What follows belongs to an exercise in optimizing a design on an open flow for a short achievable clock period and few clock cycles per item; a production flow would make more cautious choices. The RTL was checked by simulation tests, not by an equivalence proof against the original design. Power and IR drop assume default switching activity.

==> inputs of v28 <==
Design pcie_app, start of the top module:
module pcie_app
#(
  parameter int NUM_REGS = 16
)
(
  input  logic                   pcie_core_clk_i,
  input  logic                   rst_n_i,
  input  logic                   s_axis_tx_tready_i,
  output logic [DATA_W-1:0]      s_axis_tx_tdata_o,
  output logic [KEEP_W-1:0]      s_axis_tx_tkeep_o,
  output logic                   s_axis_tx_tlast_o,
  output logic                   s_axis_tx_tvalid_o,
  input  logic [DATA_W-1:0]      m_axis_rx_tdata_i,
  input  logic                   m_axis_rx_tlast_i,
  input  logic                   m_axis_rx_tvalid_i,
  output logic                   m_axis_rx_tready_o,
  input  logic [7:0]             cfg_bus_number_i,
  input  logic [4:0]             cfg_device_number_i,
  input  logic [2:0]             cfg_function_number_i,
  output logic [31:0]            user_data_o,
  output logic [USER_ADDR_W-1:0] user_addr_o,
  output logic                   user_wr_req_o,
  input  logic [31:0]            user_data_i,
  input  logic                   user_rd_ack_i,
  output logic                   user_rd_req_o
);
  localparam int CQ_N = 8;
  ...
clock: 4.0 ns
lec_check: 0
abc_clock_period_in_ps: 1800
cap_margin: 20
core_margin: 2
core_utilization: 50
setup_slack_margin: 2.0
slew_margin: 20
tns_end_percent: 10
run.sh (not shown) runs the stock make flow with config.mk's settings and CLKGATE_MAP_FILE= SYNTH_SCRIPT=/design/flow/synth_recipe.tcl, a recipe that flattens the netlist after the stock synthesis.
==> inputs of v9, as changes to v28 <==
--- a/flow/design.v
+++ b/flow/design.v
@@ -89,19 +89,17 @@
       sel[i] = (cur_addr_o == REG_ADDR_W'(i));
   always_ff @(posedge pcie_core_clk_i or negedge rst_n_i)
   begin
     if (!rst_n_i)
     begin
       state_q  <= ST_HDR;
-      tready_q <= 1'b1;
       req_rd_o <= 1'b0;
       req_we_o <= '0;
     end
     else
     begin
-      tready_q <= space_ok_i;
       req_rd_o <= push_o && !hdr_wr_q && !cur_addr_o[REG_ADDR_W-1];
       req_we_o <= (push_o && hdr_wr_q) ? sel[15:1] : '0;
       if (beat_ok)
       begin
         case (state_q)
           ST_HDR:
@@ -115,12 +113,13 @@
         endcase
       end
     end
   end
   always_ff @(posedge pcie_core_clk_i)
   begin
+    tready_q <= space_ok_i;
     if (state_q == ST_HDR)
     begin
       hdr_wr_q   <= beat.hdr.fmt_type[6];
       hdr_tc_o   <= beat.hdr.tc;
       hdr_attr_o <= beat.hdr.attr;
       hdr_rid_o  <= beat.hdr.rid;
@@ -142,15 +141,13 @@
   parameter int UQ_N     = 4,
   parameter int CQ_N     = 8
 )
 (
   input  logic                   pcie_core_clk_i,
   input  logic                   rst_n_i,
-  input  logic                   addr_phase_i,
   input  logic                   push_i,
-  input  logic                   space_i,
   input  logic                   cur_wr_i,
   input  logic [REG_ADDR_W-1:0]  cur_addr_i,
   input  logic [31:0]            cur_data_i,
   input  logic [CQ_N-1:0]        cur_slot_i,
   input  logic [15:1]            req_we_i,
   input  logic [15:0]            req_sel_i,
@@ -222,13 +219,13 @@
       head_slot = head_slot | (uq_slot[i] & {CQ_N{uq_rp[i]}});
     end
   end
   always_ff @(posedge pcie_core_clk_i)
   begin
     for (int i = 0; i < UQ_N; i++)
-      if (addr_phase_i && space_i && uq_wp[i])
+      if (uq_wp[i] && !uq_v[i])
       begin
         uq_rd[i]   <= !cur_wr_i;
         uq_addr[i] <= cur_addr_i[8:0];
         uq_data[i] <= cur_data_i;
         uq_slot[i] <= cur_slot_i;
       end
@@ -286,14 +283,12 @@
   input  logic              rst_n_i,
   input  logic              s_axis_tx_tready_i,
   output logic [DATA_W-1:0] s_axis_tx_tdata_o,
   output logic [KEEP_W-1:0] s_axis_tx_tkeep_o,
   output logic              s_axis_tx_tlast_o,
   output logic              s_axis_tx_tvalid_o,
-  input  logic              addr_phase_i,
-  input  logic              space_i,
   input  logic              push_i,
   input  logic [2:0]        req_tc_i,
   input  logic [1:0]        req_attr_i,
   input  logic [15:0]       req_rid_i,
   input  logic [7:0]        req_tag_i,
   input  logic [4:0]        req_addr_i,
@@ -323,13 +318,13 @@
   assign push_slot_o = cq_wp;
   assign space_ok_o  = !(|(cq_v & cq_wp));
   always_ff @(posedge pcie_core_clk_i)
   begin
     for (int i = 0; i < CQ_N; i++)
     begin
-      if (addr_phase_i && space_i && cq_wp[i])
+      if (cq_wp[i] && !cq_v[i])
       begin
         cq_tc[i]   <= req_tc_i;
         cq_attr[i] <= req_attr_i;
         cq_rid[i]  <= req_rid_i;
         cq_tag[i]  <= req_tag_i;
         cq_addr[i] <= req_addr_i;
@@ -505,15 +500,13 @@
     .NUM_REGS (NUM_REGS),
     .UQ_N     (UQ_N),
     .CQ_N     (CQ_N)
   ) reg_file0 (
     .pcie_core_clk_i (pcie_core_clk_i),
     .rst_n_i         (rst_n_i),
-    .addr_phase_i    (addr_phase),
     .push_i          (push),
-    .space_i         (m_axis_rx_tready_o),
     .cur_wr_i        (cur_wr),
     .cur_addr_i      (cur_addr),
     .cur_data_i      (cur_data),
     .cur_slot_i      (cur_slot),
     .req_we_i        (req_we),
     .req_sel_i       (req_sel),
@@ -536,14 +529,12 @@
     .rst_n_i            (rst_n_i),
     .s_axis_tx_tready_i (s_axis_tx_tready_i),
     .s_axis_tx_tdata_o  (s_axis_tx_tdata_o),
     .s_axis_tx_tkeep_o  (s_axis_tx_tkeep_o),
     .s_axis_tx_tlast_o  (s_axis_tx_tlast_o),
     .s_axis_tx_tvalid_o (s_axis_tx_tvalid_o),
-    .addr_phase_i       (addr_phase),
-    .space_i            (m_axis_rx_tready_o),
     .push_i             (push && !cur_wr),
     .req_tc_i           (hdr_tc),
     .req_attr_i         (hdr_attr),
     .req_rid_i          (hdr_rid),
     .req_tag_i          (hdr_tag),
     .req_addr_i         (cur_addr[4:0]),
--- a/flow/config.mk
+++ b/flow/config.mk
@@ -6,9 +6,9 @@
 export NUM_CORES = 4
 export LEC_CHECK = 0
 export ABC_CLOCK_PERIOD_IN_PS = 1800
 export CAP_MARGIN = 20
 export CORE_MARGIN = 2
 export CORE_UTILIZATION = 50
-export SETUP_SLACK_MARGIN = 2.0
+export SETUP_SLACK_MARGIN = 2.1
 export SLEW_MARGIN = 20
-export TNS_END_PERCENT = 10
+export TNS_END_PERCENT = 100
==> qor summary <==
quantity	v28	v9
Outcome	finished clean	finished clean
Int Pwr	25.7 mW	25.3 mW
Standby leakage power	21.7 nW	22.5 nW
Slowest stage cell on the critical path	dfrtp_1	edfxtp_1
Clock tree buffer count of the final layout	206	196
Slack of the worst reg-to-reg path	1790 ps	1850 ps
Post-CTS Setup Bufs	48	152
Die Span Y	340 µm	339 µm
Compound-Gate Fraction of Synth Area	11.5%	11.7%
Worst slack at placement	971 ps	1080 ps
Switching power	6.14 mW	6.20 mW
Width of the die	340 µm	339 µm
Worst flop-to-flop path startpoint	rx_engine0.state_q[1]	rx_engine0.req_sel_o[3]
Effective utilization at floorplan	50.2%	50.2%
Global-route wire length before repair	234000 µm	246000 µm
Testbench counts of v28, summed over its fixed seeds: cycles 6,429, requests 3,200.
Testbench counts of v9, summed over its fixed seeds: cycles 6,429, requests 3,200.

afterwards: timing with drivers on the ports:
In the flow no input, the clock included, has a driving cell. The finished layouts below were timed again as built, in two steps.
Step 1 (the two cells are an assumption about what drives the block):
set clk [get_ports {pcie_core_clk_i}]
set_driving_cell -lib_cell sky130_fd_sc_hd__clkbuf_16 $clk
set_driving_cell -lib_cell sky130_fd_sc_hd__buf_2 [delete_from_list [all_inputs] $clk]
Step 2 adds t to the input delays and takes it off the output delays; t is the mean of the earliest and latest rising clock arrival at the registers after step 1. Input paths then give back, and output paths get back, about the clock's delay inside the block.
Three values: ideal ports, drivers, drivers and shift; two values: the first two.
run | shift t [ns] | slack for setup (ns) | hold slack, ns | slew at the worst register clock pin (ns)
v28 | 0.828 | 1.760 / 1.680 / 1.021 | 0.119 / 0.064 / 0.497 | 0.07 / 0.07
v9 | 0.833 | 1.774 / 1.694 / 1.342 | 0.079 / 0.022 / 0.490 | 0.07 / 0.07
After both steps setup and hold are still met in every run listed. The setup slack of v28, which loses most, moves by -0.080 ns with the drivers and by -0.739 ns with both steps.
